Background: an optimization exercise with open tools, aiming at small area, a short achievable clock period and few clock cycles per item. Do not read the settings as production practice. No run shown here included a check of the RTL's function; only the layout flow was run.

## flow/design.v (module list and top-level ports; edited modules follow where they fit)
// module fp_alu_seq: 380 lines
// module fp_div_step: 36 lines
// module fp_mul_cs: 1621 lines
module fp_alu_seq #(
   parameter int EXP_W = 8,
   parameter int MAN_W = 23
) (
   input  logic                   clk,
   input  logic                   rst,
   input  logic                   in_valid,
   output logic                   in_ready,
   input  logic [2:0]             op,
   input  logic [EXP_W+MAN_W:0]   a,
   input  logic [EXP_W+MAN_W:0]   b,
   output logic                   out_valid,
   input  logic                   out_ready,
   output logic [EXP_W+MAN_W:0]   result,
   output logic [3:0]             flags
);
  // ...
==> flow/flow/run.sh <==
#!/bin/bash
# Own flow: the standard layout (standard.sh), except that synthesis runs without
# the full/half-adder extraction (ADDER_MAP_FILE empty), so that ABC maps the adders
# itself. Registers, floorplan, power grid, placement, CTS and routing are the standard ones.
set -euo pipefail
bash standard.sh ADDER_MAP_FILE= synth > synth.log 2>&1
bash standard.sh finish > layout.log 2>&1
==> flow/standard.sh <==
#!/bin/bash
# synth_recipe.tcl (not shown) runs the flow's synth.tcl, then flattens the netlist and writes it again
# the make line also repeats each setting of config.mk as NAME=value (left out here)
make -C /OpenROAD-flow-scripts/flow DESIGN_CONFIG=/design/flow/config.mk WORK_HOME=/design/flow/orfs CLKGATE_MAP_FILE= SYNTH_SCRIPT=/design/flow/synth_recipe.tcl "${@:-finish}"
==> flow/config.mk <==
export PLATFORM = sky130hd
export DESIGN_NAME = fp_alu_seq
export DESIGN_NICKNAME = fp_alu_seq
export VERILOG_FILES = /design/flow/design.v
export SDC_FILE = /design/flow/constraint.sdc
export NUM_CORES = 4
export LEC_CHECK = 0
export ABC_AREA = 1
export CAP_MARGIN = 20
export CORE_MARGIN = 2
export CORE_UTILIZATION = 40
export SETUP_SLACK_MARGIN = 4
export SLEW_MARGIN = 20
==> flow/constraint.sdc <==
create_clock -name core_clock -period 11.0 [get_ports {clk}]
set_input_delay 2.2000 -clock core_clock [delete_from_list [all_inputs] [get_ports {clk}]]
set_output_delay 2.2000 -clock core_clock [all_outputs]
set_load 0.01 [all_outputs]
==> impl_metrics.ini, run 1 <==
[worst_setup_path]
startpoint_type = register
crit_cells = 47
cpMaxStageDelayCell = edfxtp_1
reg2reg_to = dws[25]
cp-end-kind = register
rrSetupSlack_ns = 4.24
path_buf_inv = 7
reg2reg_from = dwc[21]

[cts]
cts_hold_buf = 0
worstSkewPairLatency_ns = 0.68
post_cts_buffers = 15
path_clk_slew_ns = 0.06

[final_layout]
layout_common_cells = nand2_1, inv_1, nor2_1
inverters = 1082
final_core_util_pct = 45.5
instances_no_fill = 9309
fillers = 12777

[grt]
grtUsageMet1_pct = 37.4
antenna_found_initial = 6
grtUsageTotal_pct = 27.7
grt_util_met2_pct = 44.4

[sta]
skew_ns = 0.0477
finalWorstSetupSlack_ns = 4.24
drv_slew = 0
timing.hold.ws_ns = 0.418
worst-slew-pin-transition_ns = 1.16

[synthesis]
synthSimpleGateAreaFrac_pct = 29.6
ys_ff_latch = 543
ys_types = 65
synth_fa_ha_area_share_pct = 0.0593

[floorplanning]
taps = 1650
core-area_um2 = 126000
io_pins = 109

[placement]
place.gp.congestion = 0.943

[detailed_routing]
vias_per_cell = 5.54

[outcome]
status = timing/DRC/antenna clean
==> module fp_alu_seq, before the edit <==
module fp_alu_seq #(
   parameter int EXP_W = 8,
   parameter int MAN_W = 23
) (
   input  logic                   clk,
   input  logic                   rst,
   input  logic                   in_valid,
   output logic                   in_ready,
   input  logic [2:0]             op,
   input  logic [EXP_W+MAN_W:0]   a,
   input  logic [EXP_W+MAN_W:0]   b,
   output logic                   out_valid,
   input  logic                   out_ready,
   output logic [EXP_W+MAN_W:0]   result,
   output logic [3:0]             flags
);
   localparam logic [2:0] OP_SUB = 3'b001;
   localparam logic [2:0] OP_MUL = 3'b010;
   localparam logic [2:0] OP_DIV = 3'b011;
   localparam int         K      = 4;    
   logic        v0, st0;
   logic [2:0]  op0;
   logic [31:0] a0, b0;
   logic        v1, add1, mul1, div1, s1;
   logic [9:0]  e1;
   logic [26:0] xa1;
   logic [27:0] xb1;
   logic        xc1;
   logic        sp1, spn1, spi1, sps1, nv1, dz1;
   logic        v2, div2;
   logic        v3;
   logic [31:0] res3;
   logic [3:0]  fl3;
   logic        dbusy;
   logic [2:0]  dcnt;
   logic [26:0] dws, dwc;
   logic [24:0] dq, dqm;
   logic [23:0] dd;
   logic        hv;           
   logic [26:0] hws, hwc;
   logic [24:0] hq, hqm;
   logic adv, adv0, accept, consume, dfree, start_in, start_r0, div0, dfin, dstep;
   assign div0     = (op0 == OP_DIV);
   assign adv      = !(v3 && !out_ready) && !(v2 && div2 && !hv);
   assign consume  = v2 && div2 && adv;
   assign dfin     = dbusy && (dcnt == 3'd1) && (!hv || consume);
   assign dstep    = dbusy && ((dcnt > 3'd1) || dfin);
   assign dfree    = !dbusy || dfin;
   assign start_r0 = v0 && div0 && !st0 && dfree;
   assign adv0     = adv && (!div0 || (st0 && ({1'b0, dcnt} <= 4'(K))));
   assign in_ready = !v0 || adv0;
   assign accept   = in_valid && in_ready;
   assign start_in = accept && (op == OP_DIV) && dfree;
   logic       sa, sb, sb_eff, sx;
   logic [7:0] ea, eb;
   logic       za, zb, ia, ib, na, nb;
   logic [23:0] siga, sigb;
   logic       is_add, is_mul, is_div;
   assign sa     = a0[31];
   assign sb     = b0[31];
   assign ea     = a0[30:23];
   assign eb     = b0[30:23];
   assign za     = (ea == 8'd0);
   assign zb     = (eb == 8'd0);
   assign ia     = (ea == 8'hFF) && (a0[22:0] == 23'd0);
   assign ib     = (eb == 8'hFF) && (b0[22:0] == 23'd0);
   assign na     = (ea == 8'hFF) && (a0[22:0] != 23'd0);
   assign nb     = (eb == 8'hFF) && (b0[22:0] != 23'd0);
   assign siga   = za ? 24'd0 : {1'b1, a0[22:0]};
   assign sigb   = zb ? 24'd0 : {1'b1, b0[22:0]};
   assign sb_eff = sb ^ (op0 == OP_SUB);
   assign sx     = sa ^ sb;
   assign is_add = (op0[2:1] == 2'b00);
   assign is_mul = (op0 == OP_MUL);
   assign is_div = (op0 == OP_DIV);
   logic sp, spn, spi, sps, nv, dz;
   always_comb begin
      sp  = 1'b1;
      spn = 1'b1;
      spi = 1'b0;
      sps = 1'b0;
      nv  = 1'b0;
      dz  = 1'b0;
      if (op0[2]) begin
         nv = 1'b1;
      end else if (na || nb) begin
         nv = 1'b0;
      end else begin
         case (op0[1:0])
            2'b00, 2'b01: begin
               if (ia && ib && (sa != sb_eff)) nv = 1'b1;
               else if (ia) begin spn = 1'b0; spi = 1'b1; sps = sa; end
               else if (ib) begin spn = 1'b0; spi = 1'b1; sps = sb_eff; end
               else sp = 1'b0;
            end
            2'b10: begin
               if ((ia && zb) || (za && ib)) nv = 1'b1;
               else if (ia || ib) begin spn = 1'b0; spi = 1'b1; sps = sx; end
               else if (za || zb) begin spn = 1'b0; sps = sx; end
               else sp = 1'b0;
            end
            default: begin
               if ((za && zb) || (ia && ib)) nv = 1'b1;
               else if (ia) begin spn = 1'b0; spi = 1'b1; sps = sx; end
               else if (zb) begin spn = 1'b0; spi = 1'b1; sps = sx; dz = 1'b1; end
               else if (ib || za) begin spn = 1'b0; sps = sx; end
               else sp = 1'b0;
            end
         endcase
      end
   end
   logic        swap, big_s;
   logic [7:0]  big_e, dab, dba, ediff;
   logic [4:0]  shamt;
   logic [23:0] big_sig, sml_sig;
   logic [26:0] sml_ext, aligned;
   logic        sticky, eff_sub;
   always_comb begin
      swap    = b0[30:0] > a0[30:0];
      big_e   = swap ? eb : ea;
      big_sig = swap ? sigb : siga;
      sml_sig = swap ? siga : sigb;
      big_s   = swap ? sb_eff : sa;
      dab     = ea - eb;
      dba     = eb - ea;
      ediff   = (eb > ea) ? dba : dab;    
      shamt   = (ediff > 8'd26) ? 5'd26 : ediff[4:0];
      sml_ext = {sml_sig, 3'b000};
      sticky  = |(sml_ext & ~(27'h7FFFFFF << shamt));
      aligned = (sml_ext >> shamt) | {26'd0, sticky};
      eff_sub = sa ^ sb_eff;
   end
   logic [24:0] mhs, mhc;
   logic        mlc;
   fp_mul_cs u_mul (.a({1'b1, a0[22:0]}), .b({1'b1, b0[22:0]}), .hs(mhs), .hc(mhc), .lc(mlc));
   logic [9:0] e_mul, e_div;
   assign e_mul = {2'b00, ea} + {2'b00, eb} - 10'd127;
   assign e_div = {2'b00, ea} - {2'b00, eb} + 10'd127;
   always_ff @(posedge clk) begin
      if (rst) v1 <= 1'b0;
      else if (adv) v1 <= v0 && adv0;
      if (adv) begin
         add1 <= is_add;
         mul1 <= is_mul;
         div1 <= is_div;
         s1   <= is_add ? big_s : sx;
         e1   <= is_add ? {2'b00, big_e} : is_mul ? e_mul : e_div;
         xa1  <= is_mul ? {2'b00, mhs} : {big_sig, 3'b000};
         xb1  <= is_mul ? {3'b000, mhc} : {eff_sub, aligned ^ {27{eff_sub}}};
         xc1  <= is_mul ? mlc : eff_sub;
         sp1  <= sp;
         spn1 <= spn;
         spi1 <= spi;
         sps1 <= sps;
         nv1  <= nv;
         dz1  <= dz;
      end
   end
   logic [27:0] sum;
   assign sum = {1'b0, xa1} + xb1 + {27'd0, xc1};
   logic        va, adda, mula, diva, sa2, spa, spna, spia, spsa, nva, dza;
   logic [9:0]  ea2;
   logic [27:0] suma;
   always_ff @(posedge clk) begin
      if (rst) va <= 1'b0;
      else if (adv) va <= v1;
      if (adv) begin
         adda <= add1;
         mula <= mul1;
         diva <= div1;
         sa2  <= s1;
         ea2  <= e1;
         suma <= sum;
         spa  <= sp1;
         spna <= spn1;
         spia <= spi1;
         spsa <= sps1;
         nva  <= nv1;
         dza  <= dz1;
      end
   end
   logic [27:0] sum_n;
   logic [4:0]  lsum;
   logic [24:0] phi;    
   logic [22:0] f_add, f_mul;
   logic [9:0]  e_add, e_mn;
   always_comb begin
      lsum    = 5'd0;
      for (int i = 0; i < 28; i++) begin
         if (suma[i]) lsum = 5'(i);
      end
      sum_n   = suma << (5'd27 - lsum);
      f_add   = sum_n[26:4];
      e_add   = ea2 + {5'd0, lsum} - 10'd26;
      phi     = suma[24:0];
      f_mul   = phi[24] ? phi[23:1] : phi[22:0];
      e_mn    = ea2 + {9'd0, phi[24]};
   end
   logic        vb, divb, sb2, zb2, spb, spnb, spib, spsb, nvb, dzb;
   logic [9:0]  eb2;
   logic [22:0] fb2;
   always_ff @(posedge clk) begin
      if (rst) vb <= 1'b0;
      else if (adv) vb <= va;
      if (adv) begin
         divb <= diva;
         sb2  <= sa2;
         zb2  <= adda && (suma == 28'd0);
         eb2  <= adda ? e_add : mula ? e_mn : ea2;
         fb2  <= adda ? f_add : f_mul;
         spb  <= spa;
         spnb <= spna;
         spib <= spia;
         spsb <= spsa;
         nvb  <= nva;
         dzb  <= dza;
      end
   end
   logic [9:0]  ebm1;
   logic        ovf_a, unf_a, ovf_b, unf_b;
   logic [31:0] res_c;
   logic [3:0]  fl_c;
   always_comb begin
      ebm1  = eb2 - 10'd1;
      ovf_a = !eb2[9] && (eb2 >= 10'd255);
      unf_a = eb2[9] || (eb2 == 10'd0);
      ovf_b = !ebm1[9] && (ebm1 >= 10'd255);
      unf_b = ebm1[9] || (ebm1 == 10'd0);
      fl_c  = 4'b0000;
      res_c = {sb2, eb2[7:0], fb2};
      if (divb) begin
         res_c = {4'd0, sb2, eb2[7:0], ebm1[7:0], 1'b0, ovf_a, unf_a, ovf_b, unf_b,
                  spb, spnb, spib, spsb, nvb, dzb};
      end else if (spb) begin
         res_c = spnb ? 32'h7FC00000 : {spsb, spib ? 8'hFF : 8'h00, 23'd0};
         fl_c  = {nvb, dzb, 2'b00};
      end else if (zb2) begin
         res_c = 32'd0;
      end else if (ovf_a) begin
         res_c = {sb2, 8'hFF, 23'd0};
         fl_c  = 4'b0010;
      end else if (unf_a) begin
         res_c = {sb2, 31'd0};
         fl_c  = 4'b0001;
      end
   end
   logic [31:0] res2;
   logic [3:0]  fl2;
   always_ff @(posedge clk) begin
      if (rst) v2 <= 1'b0;
      else if (adv) v2 <= vb;
      if (adv) begin
         div2 <= divb;
         res2 <= res_c;
         fl2  <= fl_c;
      end
   end
   logic [26:0] wsum;
   logic [24:0] qf;
   logic        dhi, dsg, dov, dun, dsp, dspn, dspi, dsps, dnv, ddz;
   logic [7:0]  de8;
   logic [22:0] df;
   logic [31:0] res_n;
   logic [3:0]  fl_n;
   always_comb begin
      {dsg, de8} = res2[27:19];
      {dsp, dspn, dspi, dsps, dnv, ddz} = res2[5:0];
      wsum  = hws + hwc;
      qf    = wsum[26] ? hqm : hq;
      dhi   = qf[24];
      df    = dhi ? qf[23:1] : qf[22:0];
      dov   = dhi ? res2[9] : res2[7];
      dun   = dhi ? res2[8] : res2[6];
      res_n = {dsg, dhi ? de8 : res2[18:11], df};
      fl_n  = 4'b0000;
      if (dsp) begin
         res_n = dspn ? 32'h7FC00000 : {dsps, dspi ? 8'hFF : 8'h00, 23'd0};
         fl_n  = {dnv, ddz, 2'b00};
      end else if (dov) begin
         res_n = {dsg, 8'hFF, 23'd0};
         fl_n  = 4'b0010;
      end else if (dun) begin
         res_n = {dsg, 31'd0};
         fl_n  = 4'b0001;
      end
      if (!div2) begin
         res_n = res2;
         fl_n  = fl2;
      end
   end
   always_ff @(posedge clk) begin
      if (rst) v3 <= 1'b0;
      else if (!(v3 && !out_ready)) v3 <= adv && v2;
      if (adv && v2) begin
         res3 <= res_n;
         fl3  <= fl_n;
      end
   end
   assign out_valid = v3;
   assign result    = res3;
   assign flags     = fl3;
   always_ff @(posedge clk) begin
      if (rst) v0 <= 1'b0;
      else if (!v0 || adv0) v0 <= accept;
      if (accept) begin
         a0  <= a;
         b0  <= b;
         op0 <= op;
         st0 <= start_in;
      end else if (start_r0) begin
         st0 <= 1'b1;
      end
   end
   function automatic logic [27:0] sel_thr(input logic [2:0] di);
      case (di)
         3'd0:    sel_thr = {7'sd12, 7'sd4, -7'sd4, -7'sd13};
         3'd1:    sel_thr = {7'sd14, 7'sd4, -7'sd6, -7'sd15};
         3'd2:    sel_thr = {7'sd15, 7'sd4, -7'sd6, -7'sd16};
         3'd3:    sel_thr = {7'sd16, 7'sd4, -7'sd6, -7'sd18};
         3'd4:    sel_thr = {7'sd18, 7'sd6, -7'sd8, -7'sd20};
         3'd5:    sel_thr = {7'sd20, 7'sd6, -7'sd8, -7'sd20};
         3'd6:    sel_thr = {7'sd20, 7'sd8, -7'sd8, -7'sd22};
         default: sel_thr = {7'sd24, 7'sd8, -7'sd8, -7'sd24};
      endcase
   endfunction
   logic [27:0] lthr, dthr;     
   logic [31:0] da_src, db_src;
   logic [26:0] lws, lwc, sws1, swc1, sws2, swc2, sws3, swc3;
   logic [24:0] lq, lqm, sq1, sqm1, sq2, sqm2, sq3, sqm3;
   logic [23:0] ld;
   assign da_src = start_r0 ? a0 : a;
   assign db_src = start_r0 ? b0 : b;
   assign ld     = {1'b1, db_src[22:0]};
   assign lthr   = sel_thr(db_src[22:20]);
   fp_div_step u_ds0 (.ws({4'b0000, da_src[22:0]} | 27'h0800000), .wc(27'd0),
                      .q(25'd0), .qm({25{1'b1}}), .d(ld), .m(lthr),
                      .ws_n(lws), .wc_n(lwc), .q_n(lq), .qm_n(lqm));
   fp_div_step u_ds1 (.ws(dws), .wc(dwc), .q(dq), .qm(dqm), .d(dd), .m(dthr),
                      .ws_n(sws1), .wc_n(swc1), .q_n(sq1), .qm_n(sqm1));
   fp_div_step u_ds2 (.ws(sws1), .wc(swc1), .q(sq1), .qm(sqm1), .d(dd), .m(dthr),
                      .ws_n(sws2), .wc_n(swc2), .q_n(sq2), .qm_n(sqm2));
   fp_div_step u_ds3 (.ws(sws2), .wc(swc2), .q(sq2), .qm(sqm2), .d(dd), .m(dthr),
                      .ws_n(sws3), .wc_n(swc3), .q_n(sq3), .qm_n(sqm3));
   always_ff @(posedge clk) begin
      if (rst) begin
         dbusy <= 1'b0;
         dcnt  <= 3'd0;
         hv    <= 1'b0;
      end else begin
         if (start_in || start_r0) begin
            dbusy <= 1'b1;
            dcnt  <= 3'd4;
         end else if (dstep) begin
            dcnt  <= dcnt - 3'd1;
            if (dfin) dbusy <= 1'b0;
         end
         if (dfin) hv <= 1'b1;
         else if (consume) hv <= 1'b0;
      end
      if (start_in || start_r0) begin
         dws <= lws;
         dwc <= lwc;
         dq  <= lq;
         dqm <= lqm;
         dd  <= ld;
         dthr <= lthr;
      end else if (dstep) begin
         dws <= sws3;
         dwc <= swc3;
         dq  <= sq3;
         dqm <= sqm3;
      end
      if (dfin) begin
         hws <= sws3;
         hwc <= swc3;
         hq  <= sq3;
         hqm <= sqm3;
      end
   end
endmodule
==> module fp_div_step, before the edit <==
module fp_div_step (
   input  logic [26:0] ws,
   input  logic [26:0] wc,
   input  logic [24:0] q,
   input  logic [24:0] qm,
   input  logic [23:0] d,
   input  logic [27:0] m,       
   output logic [26:0] ws_n,
   output logic [26:0] wc_n,
   output logic [24:0] q_n,
   output logic [24:0] qm_n
);
   logic signed [6:0] y, m2, m1, m0, mn1;
   logic        pos, neg, two, one;
   logic [26:0] md, cm, s4, c4;
   always_comb begin
      y = ws[26:20] + wc[26:20];
      {m2, m1, m0, mn1} = m;
      pos = (y >= m1);
      neg = (y < m0);
      two = (y >= m2) || (y < mn1);
      one = !two && (pos || neg);
      md  = two ? {d, 3'b000} : one ? {1'b0, d, 2'b00} : 27'd0;
      cm  = pos ? ~md : md;
      s4  = {ws[24:0], 2'b00};
      c4  = {wc[24:0], 2'b00};
      ws_n = s4 ^ c4 ^ cm;
      wc_n = {(s4[25:0] & c4[25:0]) | (s4[25:0] & cm[25:0]) | (c4[25:0] & cm[25:0]), pos};
      if (pos)      q_n = {q[22:0], two ? 2'b10 : 2'b01};
      else if (neg) q_n = {qm[22:0], two ? 2'b10 : 2'b11};
      else          q_n = {q[22:0], 2'b00};
      if (pos)      qm_n = {q[22:0], two ? 2'b01 : 2'b00};
      else if (neg) qm_n = {qm[22:0], two ? 2'b01 : 2'b10};
      else          qm_n = {qm[22:0], 2'b11};
   end
endmodule
==> run 2, diff against run 1 <==
--- a/flow/design.v
+++ b/flow/design.v
@@ -34,11 +34,11 @@
    logic        dbusy;
    logic [2:0]  dcnt;
    logic [26:0] dws, dwc;
-   logic [24:0] dq, dqm;
+   logic [24:0] dp, dn;      
    logic [23:0] dd;
    logic        hv;           
    logic [26:0] hws, hwc;
-   logic [24:0] hq, hqm;
+   logic [24:0] hp, hn;
    logic adv, adv0, accept, consume, dfree, start_in, start_r0, div0, dfin, dstep;
    assign div0     = (op0 == OP_DIV);
    assign adv      = !(v3 && !out_ready) && !(v2 && div2 && !hv);
@@ -116,14 +116,14 @@
    logic [26:0] sml_ext, aligned;
    logic        sticky, eff_sub;
    always_comb begin
-      swap    = b0[30:0] > a0[30:0];
+      swap    = {eb, sigb} > {ea, siga};
       big_e   = swap ? eb : ea;
       big_sig = swap ? sigb : siga;
       sml_sig = swap ? siga : sigb;
       big_s   = swap ? sb_eff : sa;
       dab     = ea - eb;
       dba     = eb - ea;
-      ediff   = (eb > ea) ? dba : dab;    
+      ediff   = swap ? dba : dab;
       shamt   = (ediff > 8'd26) ? 5'd26 : ediff[4:0];
       sml_ext = {sml_sig, 3'b000};
       sticky  = |(sml_ext & ~(27'h7FFFFFF << shamt));
@@ -266,7 +266,7 @@
       {dsg, de8} = res2[27:19];
       {dsp, dspn, dspi, dsps, dnv, ddz} = res2[5:0];
       wsum  = hws + hwc;
-      qf    = wsum[26] ? hqm : hq;
+      qf    = hp + ~hn + {24'd0, !wsum[26]};
       dhi   = qf[24];
       df    = dhi ? qf[23:1] : qf[22:0];
       dov   = dhi ? res2[9] : res2[7];
@@ -311,36 +311,22 @@
          st0 <= 1'b1;
       end
    end
-   function automatic logic [27:0] sel_thr(input logic [2:0] di);
-      case (di)
-         3'd0:    sel_thr = {7'sd12, 7'sd4, -7'sd4, -7'sd13};
-         3'd1:    sel_thr = {7'sd14, 7'sd4, -7'sd6, -7'sd15};
-         3'd2:    sel_thr = {7'sd15, 7'sd4, -7'sd6, -7'sd16};
-         3'd3:    sel_thr = {7'sd16, 7'sd4, -7'sd6, -7'sd18};
-         3'd4:    sel_thr = {7'sd18, 7'sd6, -7'sd8, -7'sd20};
-         3'd5:    sel_thr = {7'sd20, 7'sd6, -7'sd8, -7'sd20};
-         3'd6:    sel_thr = {7'sd20, 7'sd8, -7'sd8, -7'sd22};
-         default: sel_thr = {7'sd24, 7'sd8, -7'sd8, -7'sd24};
-      endcase
-   endfunction
-   logic [27:0] lthr, dthr;     
    logic [31:0] da_src, db_src;
    logic [26:0] lws, lwc, sws1, swc1, sws2, swc2, sws3, swc3;
-   logic [24:0] lq, lqm, sq1, sqm1, sq2, sqm2, sq3, sqm3;
+   logic [24:0] lp, ln, qp1, qn1, qp2, qn2, qp3, qn3;
    logic [23:0] ld;
    assign da_src = start_r0 ? a0 : a;
    assign db_src = start_r0 ? b0 : b;
    assign ld     = {1'b1, db_src[22:0]};
-   assign lthr   = sel_thr(db_src[22:20]);
    fp_div_step u_ds0 (.ws({4'b0000, da_src[22:0]} | 27'h0800000), .wc(27'd0),
-                      .q(25'd0), .qm({25{1'b1}}), .d(ld), .m(lthr),
-                      .ws_n(lws), .wc_n(lwc), .q_n(lq), .qm_n(lqm));
-   fp_div_step u_ds1 (.ws(dws), .wc(dwc), .q(dq), .qm(dqm), .d(dd), .m(dthr),
-                      .ws_n(sws1), .wc_n(swc1), .q_n(sq1), .qm_n(sqm1));
-   fp_div_step u_ds2 (.ws(sws1), .wc(swc1), .q(sq1), .qm(sqm1), .d(dd), .m(dthr),
-                      .ws_n(sws2), .wc_n(swc2), .q_n(sq2), .qm_n(sqm2));
-   fp_div_step u_ds3 (.ws(sws2), .wc(swc2), .q(sq2), .qm(sqm2), .d(dd), .m(dthr),
-                      .ws_n(sws3), .wc_n(swc3), .q_n(sq3), .qm_n(sqm3));
+                      .p(25'd0), .n(25'd0), .d(ld),
+                      .ws_n(lws), .wc_n(lwc), .p_n(lp), .n_n(ln));
+   fp_div_step u_ds1 (.ws(dws), .wc(dwc), .p(dp), .n(dn), .d(dd),
+                      .ws_n(sws1), .wc_n(swc1), .p_n(qp1), .n_n(qn1));
+   fp_div_step u_ds2 (.ws(sws1), .wc(swc1), .p(qp1), .n(qn1), .d(dd),
+                      .ws_n(sws2), .wc_n(swc2), .p_n(qp2), .n_n(qn2));
+   fp_div_step u_ds3 (.ws(sws2), .wc(swc2), .p(qp2), .n(qn2), .d(dd),
+                      .ws_n(sws3), .wc_n(swc3), .p_n(qp3), .n_n(qn3));
    always_ff @(posedge clk) begin
       if (rst) begin
          dbusy <= 1'b0;
@@ -360,42 +346,49 @@
       if (start_in || start_r0) begin
          dws <= lws;
          dwc <= lwc;
-         dq  <= lq;
-         dqm <= lqm;
+         dp  <= lp;
+         dn  <= ln;
          dd  <= ld;
-         dthr <= lthr;
       end else if (dstep) begin
          dws <= sws3;
          dwc <= swc3;
-         dq  <= sq3;
-         dqm <= sqm3;
+         dp  <= qp3;
+         dn  <= qn3;
       end
       if (dfin) begin
          hws <= sws3;
          hwc <= swc3;
-         hq  <= sq3;
-         hqm <= sqm3;
+         hp  <= qp3;
+         hn  <= qn3;
       end
    end
 endmodule
 module fp_div_step (
    input  logic [26:0] ws,
    input  logic [26:0] wc,
-   input  logic [24:0] q,
-   input  logic [24:0] qm,
+   input  logic [24:0] p,
+   input  logic [24:0] n,
    input  logic [23:0] d,
-   input  logic [27:0] m,       
    output logic [26:0] ws_n,
    output logic [26:0] wc_n,
-   output logic [24:0] q_n,
-   output logic [24:0] qm_n
+   output logic [24:0] p_n,
+   output logic [24:0] n_n
 );
    logic signed [6:0] y, m2, m1, m0, mn1;
    logic        pos, neg, two, one;
    logic [26:0] md, cm, s4, c4;
    always_comb begin
       y = ws[26:20] + wc[26:20];
-      {m2, m1, m0, mn1} = m;
+      case (d[22:20])
+         3'd0:    begin m2 = 7'sd12; m1 = 7'sd4; m0 = -7'sd4; mn1 = -7'sd13; end
+         3'd1:    begin m2 = 7'sd14; m1 = 7'sd4; m0 = -7'sd6; mn1 = -7'sd15; end
+         3'd2:    begin m2 = 7'sd15; m1 = 7'sd4; m0 = -7'sd6; mn1 = -7'sd16; end
+         3'd3:    begin m2 = 7'sd16; m1 = 7'sd4; m0 = -7'sd6; mn1 = -7'sd18; end
+         3'd4:    begin m2 = 7'sd18; m1 = 7'sd6; m0 = -7'sd8; mn1 = -7'sd20; end
+         3'd5:    begin m2 = 7'sd20; m1 = 7'sd6; m0 = -7'sd8; mn1 = -7'sd20; end
+         3'd6:    begin m2 = 7'sd20; m1 = 7'sd8; m0 = -7'sd8; mn1 = -7'sd22; end
+         default: begin m2 = 7'sd24; m1 = 7'sd8; m0 = -7'sd8; mn1 = -7'sd24; end
+      endcase
       pos = (y >= m1);
       neg = (y < m0);
       two = (y >= m2) || (y < mn1);
@@ -406,12 +399,8 @@
       c4  = {wc[24:0], 2'b00};
       ws_n = s4 ^ c4 ^ cm;
       wc_n = {(s4[25:0] & c4[25:0]) | (s4[25:0] & cm[25:0]) | (c4[25:0] & cm[25:0]), pos};
-      if (pos)      q_n = {q[22:0], two ? 2'b10 : 2'b01};
-      else if (neg) q_n = {qm[22:0], two ? 2'b10 : 2'b11};
-      else          q_n = {q[22:0], 2'b00};
-      if (pos)      qm_n = {q[22:0], two ? 2'b01 : 2'b00};
-      else if (neg) qm_n = {qm[22:0], two ? 2'b01 : 2'b10};
-      else          qm_n = {qm[22:0], 2'b11};
+      p_n = {p[22:0], pos && two, pos && one};
+      n_n = {n[22:0], neg && two, neg && one};
    end
 endmodule
 module fp_mul_cs (
==> run 2 against run 1 <==
Compared with the run above: utilization up 0.55 points; via count is 2.9% lower; fmax increased by 0.19%; hold slack about the same; global-route usage fell by 0.053 points; clock-buffer cell count up 4; sequential share of layout area is 0.88 points lower; die area is 2.7% lower; synthesized cell count is 1.7% lower; routed wire length down 4.4%; largest cell class unchanged.
==> impl_metrics.ini, run 2 <==
[cts]
cts_hold_buf = 0
worstSkewPairLatency_ns = 0.66
path_clk_slew_ns = 0.06
cts.sinks = 529
clk_path_buf_depth = 3
numCtsBuffers = 56
tritoncts = done
h-tree-depth = 2
clock-root-buffer = clkbuf_16

[worst_setup_path]
worstPathArrival_ns = 4.55
critPathMaxFanout = 35
crit_start = out_ready
criticalPathCategory = in -> out
reg2reg_to = dwc[20]
cp-end-kind = output pin
startpoint_type = primary input
required_ns = 8.80
reg2reg_depth = 50
reg2reg_from = dd[21]
rrSetupSlack_ns = 4.30

[worst_hold_path]
holdPathStages = 0
hold_start = sp1
min_to = spa
hold_path.class = reg -> reg

[final_layout]
layout_common_cells = nand2_1, inv_1, nor2_1
area_growth_pct = 14.1
final_common_cell = nand2_1
drive_above_1_share_pct = 10.0
final_core_util_pct = 46.0
fin_nets = 7565

[synthesis]
synth-main-ff-cell = edfxtp_1
syn_nets = 7499
avgSynthCellArea_um2 = 6.63
syn_area_um2 = 49200
ys_types = 70
synth_edf_count = 484
synth_common_cells = nand2_1, inv_1, nor2_1
async_flop_share_pct = 0
synth.area.top_cells = edfxtp_1, nand2_1, xor2_1, inv_1, nor2_1
synthMostInstantiatedCell = nand2_1
synth_top_area_cell = edfxtp_1
synth_top_area_share_pct = 29.5
ys_ff_latch = 529
syn_inst = 7428
synth-warning-count = 2
yosysSeqAreaShare_pct = 31.3

[grt]
grt-ovfl-total = 0
grtUsageTotal_pct = 27.7
grt_pass1_wl_um = 272000
antenna_found_initial = 10
grt_pass1_vias = 46192
grt_start_max_net_pins = 173

[detailed_routing]
wirelength_um = 181000
vias_per_cell = 5.45
drtIter0Drc = 4932
ant_nets = 0
drcViolationCount = 0
wl_met3_um = 14500
drt_pre_antenna_iters = 8
wl_per_cell_um = 19.7
routed.top_layer = met5
wl_met1_um = 76700
met2_length_um = 80400
vias = 50016

[floorplanning]
die_x_um = 355
initial_core_util_pct = 40.4
rows = 128
core-area_um2 = 122000
io_pins = 109
dieHeight_um = 355
fp.dieArea_um2 = 126000

[sta]
fin_crit_ns = 6.75
skew_ns = 0.0399
drv_slew = 0
finalCritPeriodShare_pct = 61.3
final_hold_viol_count = 0
finalSetupViolations = 0
maxSlewHeadroom_pct = 21.1
worst-slew-pin-transition_ns = 1.17
fmax_ghz = 0.148
rsz0062_at_grt = no
timing.setup.tns_ns = 0

[flow_run]
maxCapViolCount = 0

[outcome]
status = timing/DRC/antenna clean

[placement]
dpl.hpwl_um = 129000
place.gp.congestion = 0.963
port_buffers = 108
run 2: cell types whose count changed after synthesis, moves of 34 or more:
cell / before / now
nand2_1: 1928 / 1806
o22ai_1: 318 / 360
nor2_1: 777 / 818
edfxtp_1: 532 / 484
nand3_2: 40 / 5
nand3_1: 362 / 420
dfxtp_1: 11 / 45
o21ai_0: 587 / 542
run 2: area by class of cell:
cell class              instances  area (um^2)
fillers                     12435        65900
multi-input cells            5548        29800
flip-flops and latches        529        15400
inverters                    1061         4060
repair buffers                296         2710
well taps                    1625         2030
clock buffers                  70         1550
clock inverters                36          549
repair inverters                2         12.5
diodes                          5         12.5
run 2: what timing repair did:
action / 4_1_cts / 5_1_grt
cloned: 6 / 5
setup buffers: 32 / 47
pin swaps: 9 / 66
resized for setup: 73 / 178
endpoints found under the setup margin: 159 / 158
run 2: routing by layer:
layer,global-route usage (%),vias up
li1,-,24465
met3,3.87,467
met2,44.6,2093
met1,36.7,22987
met5,0,-
met4,12.7,4
run 2: critical path, cell delays in order:
cell,delay (ns)
clkdlybuf4s50_1,0.50
nor2_4,0.08
a21oi_4,0.10
buf_4,0.44
inv_1,0.25
a21oi_2,0.20
nor2_2,0.09
inv_2,0.12
clkdlybuf4s50_1,0.55
run 2: stage by stage:
step / instances / instance area, um^2 / hold WS [ns] / setup WS, ns
2_1_floorplan: 7428 / 49700 / 0.400 / 2.20
3_3_place_gp: 8971 / 52300 / 0.402 / 2.41
3_5_place_dp: 8971 / 52300 / 0.405 / 2.35
4_1_cts: 9115 / 55100 / 0.419 / 4.01
5_1_grt: 9167 / 56200 / 0.423 / 3.93
6_report: 9172 / 56200 / 0.418 / 4.25
run 2: cells by family after synthesis:
kind of cell	share of synthesized area, %
xor+xnor	11.8
compound gates	16.7
flops	31.3
simple gates	29.3
buf+inv	10.5
fa+ha+maj	0.0610
mux	0.203
run 2: how the worst max path moves through the flow:
stage,end,slack [ns],cells after the start
global placement,dwc[21],2.41,42
CTS,dwc[20],4.01,51
detailed placement,hws[24],2.35,47
global route,dwc[15],3.93,56
floorplan,in_ready,2.20,6
finish,in_ready,4.25,9

-- afterwards: timing with drivers on the ports --
Ports are ideal in the flow. The routed layouts listed here were re-timed in OpenROAD.
Step 1 (the two cells are an assumption about what drives the block):
set clk [get_ports {clk}]
set_driving_cell -lib_cell sky130_fd_sc_hd__clkbuf_16 $clk
set_driving_cell -lib_cell sky130_fd_sc_hd__buf_2 [delete_from_list [all_inputs] $clk]
Step 2 times the ports against the registers' clock, not the clock port: input delays grow and output delays shrink by t, the midpoint of the rising clock arrivals with the driver on.
Slacks: ideal ports / drivers / drivers and shift; pairs: ideal ports / drivers.
| run | t (ns) | setup WS [ns] | slew at the worst register clock pin (ns) | worst data-port slew with drivers (ns) | pins driven straight from the clock port |
|---|---|---|---|---|---|
| run 1 | 0.722 | 4.239 / 4.239 / 3.763 | 0.08 / 0.08 | 0.13 | 1 |
| run 2 | 0.712 | 4.252 / 4.228 / 4.228 | 0.09 / 0.09 | 0.17 | 1 |
After both steps setup and hold are still met in every run listed. The setup slack of run 1, which loses most, moves by 0.000 ns with the drivers and by -0.476 ns with both steps.
